This is an optimization exercise on Yosys and OpenROAD, whose aim is small area, a short achievable clock period and few clock cycles per item, not a production implementation.
The RTL was checked by simulation tests, not by an equivalence proof against the original design.
No activity file was given, so power comes from the tool's default toggle rates.

==> design.v <==
`default_nettype none
package plr_pkg;
  localparam int POS_W     = 5;
  localparam int VAL_W     = 32;
  localparam int CNT_OUT_W = 5;
  localparam int DEPTH_DEF = 16;
endpackage
`default_nettype wire
`default_nettype none
module plr_ram #(
  parameter int WIDTH = 32,
  parameter int DEPTH = 16
) (
  input  logic                     clk,
  input  logic                     wr_en,
  input  logic [$clog2(DEPTH)-1:0] wr_addr,
  input  logic [WIDTH-1:0]         wr_data,
  input  logic                     rd_en,
  input  logic [$clog2(DEPTH)-1:0] rd_addr,
  output logic [WIDTH-1:0]         rd_data
);
  logic [WIDTH-1:0] mem_r [DEPTH];
  always_ff @(posedge clk) begin
    if (wr_en) begin
      mem_r[wr_addr] <= wr_data;
    end
    if (rd_en) begin
      rd_data <= mem_r[rd_addr];
    end
  end
endmodule
`default_nettype wire
`default_nettype none
module positional_list_insert_remove_top (
  input  logic                                clk,
  input  logic                                rst_n,
  input  logic                                in_valid,
  output logic                                in_ready,
  input  logic                                in_command,
  input  logic [plr_pkg::POS_W-1:0]           in_position,
  input  logic signed [plr_pkg::VAL_W-1:0]    in_new_value,
  output logic                                out_valid,
  input  logic                                out_ready,
  output logic                                out_success,
  output logic signed [plr_pkg::VAL_W-1:0]    out_removed_value,
  output logic [plr_pkg::CNT_OUT_W-1:0]       out_entry_count
);
  localparam int D  = plr_pkg::DEPTH_DEF;
  localparam int W  = plr_pkg::VAL_W;
  localparam int CW = plr_pkg::CNT_OUT_W;
  logic          in_ready_r, ir_load;
  logic          ir_v, ir_ins, ir_le, ir_lt;
  logic [D-1:0]  ir_ge, ir_rd;
  logic [W-1:0]  ir_val;
  logic          en_ins, en_rem, en_any;
  logic          ok_ins, ok_rem;  
  logic [W-1:0]  ent [D];
  logic [D-1:0]  live;           
  logic [CW-1:0] count;
  logic          out_v, out_s;
  logic [W-1:0]  out_rv;
  logic [CW-1:0] out_c;
  logic          sk_v, sk_s;
  logic [W-1:0]  sk_rv;          
  logic          ex;
  logic          ins_ok, rem_ok, r_s;
  logic [D-1:0]  ge_lo;          
  logic [D-1:0]  s_hold, s_up, s_val, s_dn;
  logic [W-1:0]  rv;
  logic [CW-1:0] new_count;
  assign ex    = ir_v & ~sk_v;
  assign ge_lo = {ir_ge[D-2:0], 1'b0};
  assign ins_ok = ok_ins;
  assign rem_ok = ok_rem;
  assign r_s    = ins_ok | rem_ok;
  always_comb begin
    rv = '0;
    for (int i = 0; i < D; i++)
      rv = rv | ({W{ir_rd[i]}} & ent[i]);
  end
  always_comb begin
    new_count = count;
    if (ins_ok) new_count = count + CW'(1);
    if (rem_ok) new_count = count - CW'(1);
  end
  assign s_up   = {D{en_ins}} & ge_lo;
  assign s_val  = {D{en_ins}} & ir_ge & ~ge_lo;
  assign s_dn   = {1'b0, {(D-1){en_rem}} & ir_ge[D-2:0]};
  assign s_hold = {~(en_ins & ir_ge[D-1]), ~({(D-1){en_any}} & ir_ge[D-2:0])};
  always_ff @(posedge clk) begin
    for (int i = 0; i < D; i++) begin
      ent[i] <= ({W{s_hold[i]}} & ent[i])
              | ({W{s_up[i]}}   & ent[(i + D - 1) % D])
              | ({W{s_val[i]}}  & ir_val)
              | ({W{s_dn[i]}}   & ent[(i + 1) % D]);
    end
  end
  logic         ir_v_n, ir_ins_n, sk_v_n, en_ins_n, en_rem_n;
  logic [D-1:0] live_n, in_ge;
  logic         le_n, lt_n;
  logic         o_hold, o_sk, o_new;
  assign ir_v_n   = in_ready_r ? in_valid : ir_v;
  assign ir_ins_n = in_ready_r ? ~in_command : ir_ins;
  assign sk_v_n   = sk_v ? ~out_ready : ex & out_v & ~out_ready;
  assign en_ins_n = ir_v_n & ir_ins_n & ~sk_v_n & ~live_n[D-1];
  assign en_rem_n = ir_v_n & ~ir_ins_n & ~sk_v_n;
  always_comb begin
    live_n = live;
    if (ins_ok) live_n = {live[D-2:0], 1'b1};
    if (rem_ok) live_n = {1'b0, live[D-1:1]};
  end
  always_ff @(posedge clk) begin
    if (!rst_n) begin
      in_ready_r <= 1'b1;
      ir_v       <= 1'b0;
      en_ins     <= 1'b0;
      en_rem     <= 1'b0;
      en_any     <= 1'b0;
      ok_ins     <= 1'b0;
      ok_rem     <= 1'b0;
      count      <= '0;
      live       <= '0;
      out_v      <= 1'b0;
      sk_v       <= 1'b0;
    end else begin
      in_ready_r <= ~(ir_v_n & sk_v_n);
      ir_v       <= ir_v_n;
      en_ins     <= en_ins_n;
      en_rem     <= en_rem_n;
      en_any     <= en_ins_n | en_rem_n;
      ok_ins     <= en_ins_n & le_n;
      ok_rem     <= en_rem_n & lt_n;
      count      <= new_count;
      live       <= live_n;
      out_v      <= sk_v | ex | (out_v & ~out_ready);
      sk_v       <= sk_v_n;
    end
  end
  always_ff @(posedge clk) begin
    ir_load <= ~(ir_v_n & sk_v_n) | ~rst_n;
  end
  always_comb begin
    for (int i = 0; i < D; i++) in_ge[i] = (in_position <= 5'(i));
  end
  assign le_n = ir_load ? &(in_ge | live_n) : ir_le;
  assign lt_n = ir_load ? |(in_ge & live_n) : ir_lt;
  always_ff @(posedge clk) begin
    if (ir_load) begin
      ir_ins <= ~in_command;
      ir_ge  <= in_ge;
      ir_rd  <= {D{in_command}} & in_ge & ~{in_ge[D-2:0], 1'b0} & live_n;
      ir_le  <= le_n;
      ir_lt  <= lt_n;
      ir_val <= in_new_value;
    end
  end
  assign o_hold = out_v & ~out_ready;
  assign o_sk   = ~o_hold & sk_v;
  assign o_new  = ~o_hold & ~sk_v;
  always_ff @(posedge clk) begin
    out_s  <= (o_hold & out_s)  | (o_sk & sk_s)  | (o_new & r_s);
    out_rv <= ({W{o_hold}} & out_rv) | ({W{o_sk}} & sk_rv) | ({W{o_new}} & rv);
    out_c  <= ({CW{o_hold}} & out_c) | ({CW{o_sk}} & count) | ({CW{o_new}} & new_count);
    sk_s   <= (sk_v & sk_s) | (~sk_v & r_s);
    sk_rv  <= ({W{sk_v}} & sk_rv) | ({W{~sk_v}} & rv);
  end
  assign in_ready          = in_ready_r;
  assign out_valid         = out_v;
  assign out_success       = out_s;
  assign out_removed_value = out_rv;
  assign out_entry_count   = out_c;
endmodule
`default_nettype wire
==> flow/run.sh <==
#!/bin/bash
# The standard layout, with the port buffers made of buf_2 cells instead of
# the delay cells buffer_ports picks on its own (every port still gets one).
set -euo pipefail
export BUFFER_PORTS_ARGS="-buffer_cell sky130_fd_sc_hd__buf_2"
bash standard.sh > standard.log 2>&1
==> standard.sh <==
#!/bin/bash
# synth_recipe.tcl (not shown) runs the flow's synth.tcl, then flattens the netlist and writes it again
# the make line also repeats each setting of config.mk as NAME=value (left out here)
make -C /OpenROAD-flow-scripts/flow DESIGN_CONFIG=/design/flow/config.mk WORK_HOME=/design/flow/orfs CLKGATE_MAP_FILE= SYNTH_SCRIPT=/design/flow/synth_recipe.tcl "${@:-finish}"
==> config.mk <==
export PLATFORM = sky130hd
export DESIGN_NAME = positional_list_insert_remove_top
export DESIGN_NICKNAME = positional_list_insert_remove_top
export VERILOG_FILES = /design/flow/design.v
export SDC_FILE = /design/flow/constraint.sdc
export NUM_CORES = 4
export LEC_CHECK = 0
export CAP_MARGIN = 20
export CORE_MARGIN = 2
export CORE_UTILIZATION = 40
export CTS_BUF_LIST = sky130_fd_sc_hd__clkbuf_16
export CTS_CLUSTER_DIAMETER = 80
export CTS_CLUSTER_SIZE = 18
export SETUP_SLACK_MARGIN = 2.5
export SLEW_MARGIN = 50
export TNS_END_PERCENT = 5
==> constraint.sdc <==
create_clock -name core_clock -period 5.0 [get_ports {clk}]
set_input_delay 1.0000 -clock core_clock [delete_from_list [all_inputs] [get_ports {clk}]]
set_output_delay 1.0000 -clock core_clock [all_outputs]
set_load 0.01 [all_outputs]
==> run notes, run 1 <==
status=finished clean; Routed Antenna Nets=0; Fin. Hold Viols=0; GRT overflow=0; crit start category=flip-flop; H-tree depth=2; Final Non-Filler Cells=3974; yosys warns=2; Max-Cap Viols=0; Clock Skew=~0.028 ns; Netlist cell types=62; chip width=277 um; CTS tree=done; Post-Route WL=around 130 mm; post-DR vias/cell=approximately 7.3; area occupied by multi-input gates=roughly 14000 um2; Final GP Congestion=0.906; max layer used=met5; placed cell count=slightly below 4000; drt pass-1 iters=14; # DRC=0; Finish-stage setup viols=0; wire per inst=33.0 um; Layout fillers=between 6000 and 7000; Sink Count=between 600 and 700; CTS Hold Bufs=0; worst setup path startpoint=en_ins; via count=approximately 29000; final instance area=between 30000 and 40000 um2; post-placement setup slack=about 2.2 ns; global-route usage over all layers=0.326; core area=about 74000 um2; clk slew on worst S/H paths=around 0.080 ns; period utilisation layout=0.522; DP Area=~31000 um2; global-route wire length before repair=between 150 and 200 mm; Tmin final=2.61 ns; FF+latch area=approximately 15000 um2; Buffers on Ports=81; largest net degree at the start of global routing=approximately 50; # diodes=0; Final WS setup=approximately 2.4 ns; unrepaired setup endpoints after global routing=true; met2 WL=approximately 53 mm; Die ar.=around 77000 um2; leakage=13.5 nW; Worst Path Required=roughly 5.6 ns; syn_nets=approximately 3200; Synth Flop Type=dfxtp_1; initial antenna violation count=2; share of the yosys chip area belonging to registers=0.492; Final Slew Violations=0; nets=3022; Mapped Cells=between 3000 and 4000; Max FO, Critical Path=34; Max IR drop VDD=about 0.26 mV; die height=277 um; DP HPWL=69.1 mm; fmax=about 380 MHz; CTS Root Cell=clkbuf_16; Final Util=0.436; initial drt markers=just under 7000; Worst-Skew Late Latency=between 0.6 and 0.7 ns; layout cells sized above 1=0.0985; number of CTS-inserted buffers=46; Async SR Flop Fraction=0; Post-synth EDFFs=100; I/O Pins=82; Max clock buf depth=3; PnR Total Power=roughly 15 mW; Crit Path Class=reg -> reg; Critical R2R Launch=en_ins; # rows=100; area delta synth->final=8.41%; Critical Path AT=around 3.2 ns; Slew headroom=0.432; Worst setup EP type=flip-flop; pwr/cell area=476 nW/um2; Fin Hold WS=between 0.4 and 0.5 ns; worst-margin pin slew=between 0.8 and 0.9 ns; TNS Setup=0 ns; metal3 WL=between 20 and 25 mm; vias in the first global route=27800; Hold Startpoint=out_rv[25]; mapped cell area=approximately 30000 um2; Avg Cell Area, Syn=around 9.4 um2; worst hold path type=reg -> reg; register bit total from synthesis=681; met1 wire length=about 49 mm; initial core utilization=0.402
where the power goes:
| part | internal (mW) | switching [mW] |
|---|---|---|
| sequential | 7.17 | 1.93 |
| clock | 1.75 | 2.05 |
| combinational | 1.42 | 1.04 |
| total | 10.3 | 5.01 |
critical path, stage by stage, from the launching register on:
cell and delay [ns]:
dfxtp_4 0.61, buf_4 0.41, and2_4 0.53, buf_4 0.57
a222oi_1 0.22, nand2_1 0.12
state kept, by name, indices dropped and copies added, names as in the netlist, 5 cells and up, named ones only:
name,flops
ir_ge,16
out_c,5
count,5
out_rv,32
ir_rd,16
ent,512
live,16
ir_val,32
logic make-up (layout without fill, tap and decap cells):
| group | count (synthesis) | after routing | share of synthesized area |
|---|---|---|---|
| simple gates | 1059 | 1059 | 0.144 |
| compound gates | 927 | 927 | 0.285 |
| flops | 681 | 681 | 0.492 |
| buf+inv | 422 | 268 | 0.0540 |
| mux | 60 | 60 | 0.0219 |
| xor+xnor | 7 | 7 | 0.00206 |
| fa+ha+maj | 3 | 3 | 0.00118 |
layout by cell type, fill, tap and decap left out, types with 32 or more instances in the layout:
cell,count
nand4_1,32
a21oi_1,49
nor2_1,67
a221o_1,33
clkbuf_16,48
a22o_1,225
nand2_1,852
a222oi_1,449
a221oi_1,128
inv_1,56
mux2i_1,44
buf_2,81
edfxtp_1,100
dfxtp_1,576
buf_4,48
worst paths after layout:
kind,to,slack (ns),depth (start not counted)
setup / recovery,ent[1][1],2.39,5
hold / removal,out_rv[25],0.49,2
setup reg to reg,ent[1][1],2.39,5
hold reg to reg,out_rv[25],0.49,2
cell type report:
class,instances,area share
multi-input cells,2056,0.428
inverters,47,0.00562
clock buffers,48,0.0372
repair buffers,146,0.0326
flip-flops and latches,681,0.454
well taps,969,0.0376
clock inverters,27,0.00493
routing by layer:
metal | up-vias | global-route usage
met2 | 2722 | 0.468
met3 | 628 | 0.100
met4 | 2 | 0.177
met5 | - | 0
li1 | 11900 | -
met1 | 13900 | 0.438
synthesized netlist by cell type, types with 5 or more instances:
| cell | number | share of area |
|---|---|---|
| nor2b_1 | 17 | 0.0036 |
| a221oi_1 | 128 | 0.038 |
| o21ai_0 | 10 | 0.0017 |
| mux2i_1 | 44 | 0.015 |
| nor3_1 | 7 | 0.0012 |
| buf_1 | 6 | 0.00076 |
| nor2_1 | 68 | 0.0086 |
| a22o_1 | 225 | 0.066 |
| dfxtp_1 | 581 | 0.39 |
| and2_1 | 38 | 0.0080 |
| a221o_1 | 33 | 0.011 |
| nand2_1 | 867 | 0.11 |
| mux2_2 | 9 | 0.0034 |
| edfxtp_1 | 100 | 0.10 |
| inv_1 | 43 | 0.0054 |
| clkbuf_1 | 363 | 0.046 |
| nand4_1 | 32 | 0.0067 |
| a222oi_1 | 449 | 0.15 |
| nor4_1 | 5 | 0.0011 |
| a21oi_1 | 49 | 0.0082 |
| xnor2_1 | 5 | 0.0015 |
what timing repair did:
action	in CTS	in global routing
gates cloned	0	0
setup buffers	0	2
gates resized for setup	2	0
pin swaps	0	0
endpoints found under the setup margin	113	78
Testbench counts, summed over its fixed seeds: cycles 4,020, items 4,000.
==> run 2, diff against run 1 <==
==> design.v (replaced) <==
`default_nettype none
package plr_pkg;
  localparam int POS_W     = 5;
  localparam int VAL_W     = 32;
  localparam int CNT_OUT_W = 5;
  localparam int DEPTH_DEF = 16;
endpackage
`default_nettype wire
`default_nettype none
module plr_ram #(
  parameter int WIDTH = 32,
  parameter int DEPTH = 16
) (
  input  logic                     clk,
  input  logic                     wr_en,
  input  logic [$clog2(DEPTH)-1:0] wr_addr,
  input  logic [WIDTH-1:0]         wr_data,
  input  logic                     rd_en,
  input  logic [$clog2(DEPTH)-1:0] rd_addr,
  output logic [WIDTH-1:0]         rd_data
);
  logic [WIDTH-1:0] mem_r [DEPTH];
  always_ff @(posedge clk) begin
    if (wr_en) begin
      mem_r[wr_addr] <= wr_data;
    end
    if (rd_en) begin
      rd_data <= mem_r[rd_addr];
    end
  end
endmodule
`default_nettype wire
`default_nettype none
module positional_list_insert_remove_top (
  input  logic                                clk,
  input  logic                                rst_n,
  input  logic                                in_valid,
  output logic                                in_ready,
  input  logic                                in_command,
  input  logic [plr_pkg::POS_W-1:0]           in_position,
  input  logic signed [plr_pkg::VAL_W-1:0]    in_new_value,
  output logic                                out_valid,
  input  logic                                out_ready,
  output logic                                out_success,
  output logic signed [plr_pkg::VAL_W-1:0]    out_removed_value,
  output logic [plr_pkg::CNT_OUT_W-1:0]       out_entry_count
);
  localparam int D  = plr_pkg::DEPTH_DEF;
  localparam int W  = plr_pkg::VAL_W;
  localparam int CW = plr_pkg::CNT_OUT_W;
  logic [W-1:0]  ent [D];
  logic [D-1:0]  live;           
  logic [CW-1:0] count;
  logic          out_v, out_s;
  logic [W-1:0]  out_rv;
  logic [CW-1:0] out_c;
  logic [D-1:0]  ge, ge_lo, eq;  
  logic          c_ins, c_rem;   
  logic [W-1:0]  rv_any, c_rv;
  logic [CW-1:0] c_count;
  always_comb begin
    for (int i = 0; i < D; i++) ge[i] = (in_position <= 5'(i));
  end
  assign ge_lo = {ge[D-2:0], 1'b0};
  assign eq    = ge & ~ge_lo;
  assign c_ins = ~in_command & ~live[D-1] & (&(ge | live));
  assign c_rem = in_command & (|(ge & live));
  always_comb begin
    rv_any = '0;
    for (int i = 0; i < D; i++)
      rv_any = rv_any | ({W{eq[i] & live[i]}} & ent[i]);
  end
  assign c_rv = {W{in_command}} & rv_any;
  always_comb begin
    c_count = count;
    if (c_ins) c_count = count + CW'(1);
    if (c_rem) c_count = count - CW'(1);
  end
  logic          ex, ex_ins, ex_rem, ex_any, o_load;
  logic [D-1:0]  s_hold, s_up, s_val, s_dn;
  assign in_ready = ~out_v | out_ready;
  assign ex       = in_valid & in_ready;
  assign ex_ins   = ex & ~in_command & ~live[D-1];
  assign ex_rem   = ex & in_command;
  assign ex_any   = ex & (in_command | ~live[D-1]);
  assign o_load   = ex | ~out_v;
  assign s_up   = {D{ex_ins}} & ge_lo;
  assign s_val  = {D{ex_ins}} & eq;
  assign s_dn   = {1'b0, {(D-1){ex_rem}} & ge[D-2:0]};
  assign s_hold = {~(ex_ins & ge[D-1]), ~({(D-1){ex_any}} & ge[D-2:0])};
  always_ff @(posedge clk) begin
    for (int i = 0; i < D; i++) begin
      ent[i] <= ({W{s_hold[i]}} & ent[i])
              | ({W{s_up[i]}}   & ent[(i + D - 1) % D])
              | ({W{s_val[i]}}  & in_new_value)
              | ({W{s_dn[i]}}   & ent[(i + 1) % D]);
    end
  end
  always_ff @(posedge clk) begin
    if (!rst_n) begin
      count <= '0;
      live  <= '0;
      out_v <= 1'b0;
    end else begin
      if (ex) begin
        count <= c_count;
        if (c_ins) live <= {live[D-2:0], 1'b1};
        if (c_rem) live <= {1'b0, live[D-1:1]};
      end
      out_v <= ex | (out_v & ~out_ready);
    end
  end
  always_ff @(posedge clk) begin
    if (o_load) begin
      out_s  <= c_ins | c_rem;
      out_rv <= c_rv;
      out_c  <= c_count;
    end
  end
  assign out_valid         = out_v;
  assign out_success       = out_s;
  assign out_removed_value = out_rv;
  assign out_entry_count   = out_c;
endmodule
`default_nettype wire
==> run notes, run 2 <==
Final Slew Violations=0; Finish-stage setup viols=0; CTS tree=done; CTS Root Cell=clkbuf_16; share of the yosys chip area belonging to registers=0.450; Mapped Cells=between 2000 and 3000; chip width=roughly 260 um; Fin Hold WS=0.470 ns; Synth top area share=0.407; sw power=roughly 4.3 mW; cell with the most instances after synthesis=nand2_1; register bit total from synthesis=572; pwr/cell area=between 400 and 500 nW/um2; Max FO, Critical Path=17; period utilisation layout=0.526; initial core utilization=0.406; commonest cells in the netlist=nand2_1 (828), dfxtp_1 (534), a222oi_1 (449); nets=3020; Worst Path Required=~5.3 ns; combinational power share=0.175; Max clock buf depth=3; GRT overflow=0; Netlist cell types=slightly above 60; Clock Skew=~0.021 ns; worst-margin pin slew=about 0.84 ns; clock power share=0.246; I/O Pins=82; most common cell after layout, fill and taps aside=nand2_1; global-route usage over all layers=0.365; initial drt markers=about 7500; Routed Antenna Nets=0; Worst-Skew Late Latency=about 0.62 ns; GR Util met2=0.537; drt pass-1 iters=14; busiest grt layer=met2; Sink Count=~570; post-DR vias/cell=roughly 7.5; largest area contributor in the netlist=dfxtp_1; vias in the first global route=about 26000; # rows=slightly above 90; wire per inst=roughly 35 um; DP HPWL=71.2 mm; mapped cell area=26300 um2; Buffers on Ports=81; # DRC=0; final instance area=30400 um2; die height=260 um; Worst setup EP type=flip-flop; Slew headroom=0.443; Fin. Hold Viols=0; Area contributors post-synth=dfxtp_1 (41%), a222oi_1 (17%), nand2_1 (12%); CTS Hold Bufs=0; met3 Use GR=0.122; H-tree depth=2; Reg with most FFs=ent; R2R Setup Slk=2.53 ns; initial antenna violation count=6; r2r worst-path depth=8; most frequent cells in the layout=nand2_1 (811), dfxtp_1 (533), a222oi_1 (449); leakage=around 13 nW; worst hold path type=reg -> reg; Final WS setup=about 2.4 ns; Switching Fraction=0.338; post-placement setup slack=~0.96 ns; Hold Startpoint=ent[10][20]; Internal=between 8 and 9 mW; status=finished clean; global-route wire length before repair=183 mm; Post-synth EDFFs=38; clk slew on worst S/H paths=roughly 0.080 ns; largest net degree at the start of global routing=37; fmax=between 300 and 400 MHz; unrepaired setup endpoints after global routing=true; Flop pwr share=0.578; yosys warns=2; area delta synth->final=15.7%; Die ar.=approximately 68000 um2; TNS Setup=0 ns; biggest regs=ent (512), out_rv (32), live (16); Max-Cap Viols=0; Post-Route WL=134 mm; layout cells sized above 1=0.154; crit start category=primary input; Critical Path AT=a little under 3 ns; number of CTS-inserted buffers=38; Hold EP=ent[11][20]; Avg Cell Area, Syn=8.83 um2; Async SR Flop Fraction=0; max reg flops=roughly 510; GR Layer Usage met1=0.465; Synth Flop Type=dfxtp_1; syn_nets=roughly 3000; Critical R2R Launch=live[9]; Crit Path Class=in -> reg; DP Area=approximately 28000 um2; Max IR drop VDD=around 0.29 mV; Final GP Congestion=just over 0.9; via count=roughly 29000; Tmin final=around 2.6 ns; Crit Reg-Reg Endpoint=count[3]; Hold Path Stages=2; core area=about 65000 um2
## run 2: cell types whose count changed after synthesis, sizes merged, moves of 45 or more
cell | previous run | this run
clkbuf | 363 | 287
a22oi | 1 | 199
edfxtp | 100 | 38
dfxtp | 581 | 534
o21ai | 11 | 56
a221oi | 128 | 12
a22o | 225 | 45
## run 2: layout make-up
type                    instances  area [um2]
diodes                          7        17.5
clock buffers                  38         951
clock inverters                24         125
fillers                      6112       34300
inverters                      75         282
multi-input cells            2020       13800
flip-flops and latches        572       11800
well taps                     855        1070
repair buffers                269        2370
## run 2: through the flow
stage	power, mW	instances	utilization
5_1_grt	13.2	3856	0.470
2_1_floorplan	8.52	2978	-
4_1_cts	12.5	3772	0.453
3_5_place_dp	9.42	3694	0.431
3_3_place_gp	9.28	3686	0.428
6_report	12.7	3860	0.470
## run 2: power groups by stage
stage | Clock, mW | Sequential [mW] | Combinational, mW
detailed placement | 0 | 7.34 | 2.08
global route | 3.29 | 7.46 | 2.43
floorplan | 0 | 6.90 | 1.62
finish | 3.13 | 7.34 | 2.23
CTS | 3.13 | 7.24 | 2.11
global placement | 0 | 7.30 | 1.98
## run 2: worst max-delay path by stage
stage | startpoint | endpoint | cells past startpoint
4_1_cts | in_position[4] | out_rv[0] | 8
6_report | in_position[3] | out_rv[6] | 9
2_1_floorplan | in_position[1] | out_c[4] | 10
3_3_place_gp | in_position[2] | out_c[2] | 8
5_1_grt | in_position[3] | out_rv[6] | 9
3_5_place_dp | in_position[0] | out_c[4] | 8
## run 2: repair_timing
item                       CTS  global route
gates cloned                 2            12
pin swaps                    9            28
setup buffers               14            68
resized for setup           51            64
setup endpoints to repair  571           492
## run 2: logic make-up after synthesis
group / Yosys count / synth area share
AOI/OAI and AO/OA: 983 / 0.320
adders and majority gates: 2 / 0.000952
buffers and inverters: 395 / 0.0596
and+or+nand+nor: 976 / 0.150
muxes: 45 / 0.0171
xor gates and xnor gates: 5 / 0.00167
DFF: 572 / 0.450
## run 2: worst max-delay path, cell delays in order
cell	delay (ns)
buf_6	0.15
and2_2	0.32
and3_4	0.34
buf_12	0.20
a22o_1	0.23
a221oi_1	0.26
nand3_1	0.11
a211oi_1	0.20
a21oi_1	0.11
## run 2: routing by layer
metal,routed length (um),part of all wire,vias to the layer above
li1,-,-,11700
met2,54500,0.41,2851
met1,47200,0.35,13700
met3,22100,0.16,743
met4,10200,0.076,6
met5,35,0.00026,-
Testbench counts of run 2, summed over its fixed seeds: cycles 4,010, items 4,000.
==> run 3, diff against run 2 <==
--- a/config.mk
+++ b/config.mk
@@ -7,7 +7,7 @@
 export LEC_CHECK = 0
 export CAP_MARGIN = 20
 export CORE_MARGIN = 2
-export CORE_UTILIZATION = 40
+export CORE_UTILIZATION = 55
 export CTS_BUF_LIST = sky130_fd_sc_hd__clkbuf_16
 export CTS_CLUSTER_DIAMETER = 80
 export CTS_CLUSTER_SIZE = 18
==> run notes, run 3 <==
status=finished clean; crit start category=primary input; Max IR drop VDD=0.330 mV; TNS Setup=0 ns; number of CTS-inserted buffers=38; share of the yosys chip area belonging to registers=0.450; R2R Setup Slk=approximately 2.5 ns; max reg flops=~510; most frequent cells in the layout=nand2_1 (811), dfxtp_1 (534), a222oi_1 (449); I/O Pins=roughly 80; Post-Route WL=132 mm; post-DR vias/cell=just over 8; via count=slightly below 30000; Synth Flop Type=dfxtp_1; die height=223 um; layout cells sized above 1=0.148; Final Util=0.629; # DRC=0; Final Non-Filler Cells=between 3000 and 4000; CTS tree=done; metal3 WL=roughly 24 mm; initial core utilization=0.554; core area=between 40000 and 50000 um2; worst-path cell chain=buf_4, nor2b_1, and3_4, buf_4, a22oi_1, nand4_1, a211oi_1, a21oi_1; Max FO, Critical Path=25; chip width=223 um; largest area contributor in the netlist=dfxtp_1; Fin Hold WS=around 0.47 ns; Post-synth EDFFs=38; unrepaired setup endpoints after global routing=true; Area contributors post-synth=dfxtp_1 (41%), a222oi_1 (17%), nand2_1 (12%); Fin. Hold Viols=0; clk slew on worst S/H paths=about 0.080 ns; initial antenna violation count=10; Synth top area share=0.407; Finish-stage setup viols=0; commonest cells in the netlist=nand2_1 (828), dfxtp_1 (534), a222oi_1 (449); area delta synth->final=13.6%; GRT overflow=0; fmax=between 300 and 400 MHz; max layer used=met5; Die ar.=49600 um2; Worst setup EP type=flip-flop; register bit total from synthesis=roughly 570; met2 WL=around 53 mm; vias in the first global route=between 20000 and 30000; Slew headroom=0.468; Routed Antenna Nets=0; Worst Path Required=5.45 ns; PnR Total Power=12.7 mW; Async SR Flop Fraction=0; Crit Path Class=in -> reg; Sink Count=roughly 570; nets=about 3000; placed cell count=about 3500; Max clock buf depth=3; Critical Path AT=between 3 and 4 ns; post-placement setup slack=between 0.9 and 1 ns; largest net degree at the start of global routing=37; leakage=about 13 nW; Buffers on Ports=81; biggest regs=ent (512), out_rv (32), live (16); syn_nets=roughly 3000; Final GP Congestion=0.962; worst-margin pin slew=roughly 0.80 ns; Worst path max stage delay=around 0.6 ns; CTS Hold Bufs=0; cell with the most instances after synthesis=nand2_1; period utilisation layout=0.526; CP most frequent cell=buf_4; most common cell after layout, fill and taps aside=nand2_1; Worst-Skew Late Latency=around 0.62 ns; global-route usage over all layers=0.497; met1 wire length=43.9 mm; Reg with most FFs=ent; initial drt markers=roughly 8200; global-route wire length before repair=183 mm; Max-Cap Viols=0; pwr/cell area=between 400 and 500 nW/um2; H-tree depth=2; Avg Cell Area, Syn=a little under 9 um2; DP HPWL=between 70 and 80 mm; CTS Root Cell=clkbuf_16; yosys warns=2; final instance area=approximately 30000 um2; drt pass-1 iters=14; Netlist cell types=62; worst hold path type=reg -> reg; Clock Skew=about 0.028 ns; slowest CP cell=and3_4; wire per inst=between 30 and 40 um; # rows=80; mapped cell area=26300 um2; Final WS setup=about 2.4 ns; Final Slew Violations=0; Tmin final=2.63 ns; Mapped Cells=roughly 3000; DP Area=around 28000 um2
## run 3: cell counts after synthesis
No cell type changed its count.
## run 3: what timing repair did
action / in CTS / in global routing
buffers inserted: 23 / 33
setup endpoints to repair: 522 / 441
pin swaps: 10 / 20
cloned: 1 / 8
resized for setup: 42 / 63
## run 3: logic make-up (layout without fill, tap and decap cells)
family                     after synthesis  in the layout  synth area share
AOI/OAI and AO/OA                      983            983             0.320
xor gates and xnor gates                 5              5           0.00167
adders and majority gates                2              2          0.000952
buffers and inverters                  395            390            0.0596
DFF                                    572            572             0.450
muxes                                   45             45            0.0171
other                                    0              6                 0
and+or+nand+nor                        976            982             0.150
## run 3: cell type report
cell class              instances  area [um2]
multi-input cells            2017       13700
flip-flops and latches        572       11800
repair buffers                257        2210
diodes                          6        15.0
fillers                      4021       17600
clock inverters                19        90.1
inverters                      75         282
clock buffers                  39         976
well taps                     615         769
## run 3: final timing paths
| path | start | end | cells after the start |
|---|---|---|---|
| worst max-delay path | in_position[0] | out_rv[26] | 8 |
| worst min register to register | ent[4][10] | ent[5][10] | 2 |
| worst max register to register | live[15] | ent[0][14] | 10 |
| worst min-delay path | ent[4][10] | ent[5][10] | 2 |
## run 3: layer usage
metal	track usage	vias to the layer above
li1	-	11600
met3	0.187	849
met4	0.338	14
met5	0.00782	-
met2	0.706	3126
met1	0.624	13700
## run 3: where the power goes
group / leakage (nW) / switching, mW / internal [mW]
registers: 4.85 / 1.46 / 5.89
logic: 7.12 / 1.11 / 1.14
clock network: 0.575 / 1.71 / 1.42
total: 12.5 / 4.28 / 8.44
## run 3: worst max-delay path, delay by kind of cell
family	cells	cell delay, ns
AND/OR/NAND/NOR	3	1.02
buffers and inverters	2	0.62
AO/OA/AOI/OAI	3	0.40

==> separate check: timing with driven ports <==
The flow's constraints put no driver on any port. The routed layouts listed below were extracted and timed again, unchanged, in two steps. Step 1 assumes that a clkbuf_16 drives the clock port and a buf_2 every other input. Step 2 also shifts input and output timing later by t, the mid clock arrival at the registers, as if the neighbouring blocks saw the same clock. Slacks: no drivers / after step 1 / after step 2; pairs: no drivers / after step 1.
run | t, ns | setup slack, ns | worst setup path at the end | worst slew at a driven data input, ns | pins driven straight from the clock port
run 1 | 0.695 | 2.391 / 2.391 / 2.142 | input to register | 0.07 | 1
run 2 | 0.667 | 2.370 / 2.310 / 1.643 | input to register | 0.24 | 1
run 3 | 0.675 | 2.372 / 2.405 / 1.730 | input to register | 0.16 | 1
After both steps setup and hold are still met in every run listed. The setup slack of run 2, which loses most, moves by -0.060 ns with the drivers and by -0.727 ns with both steps.
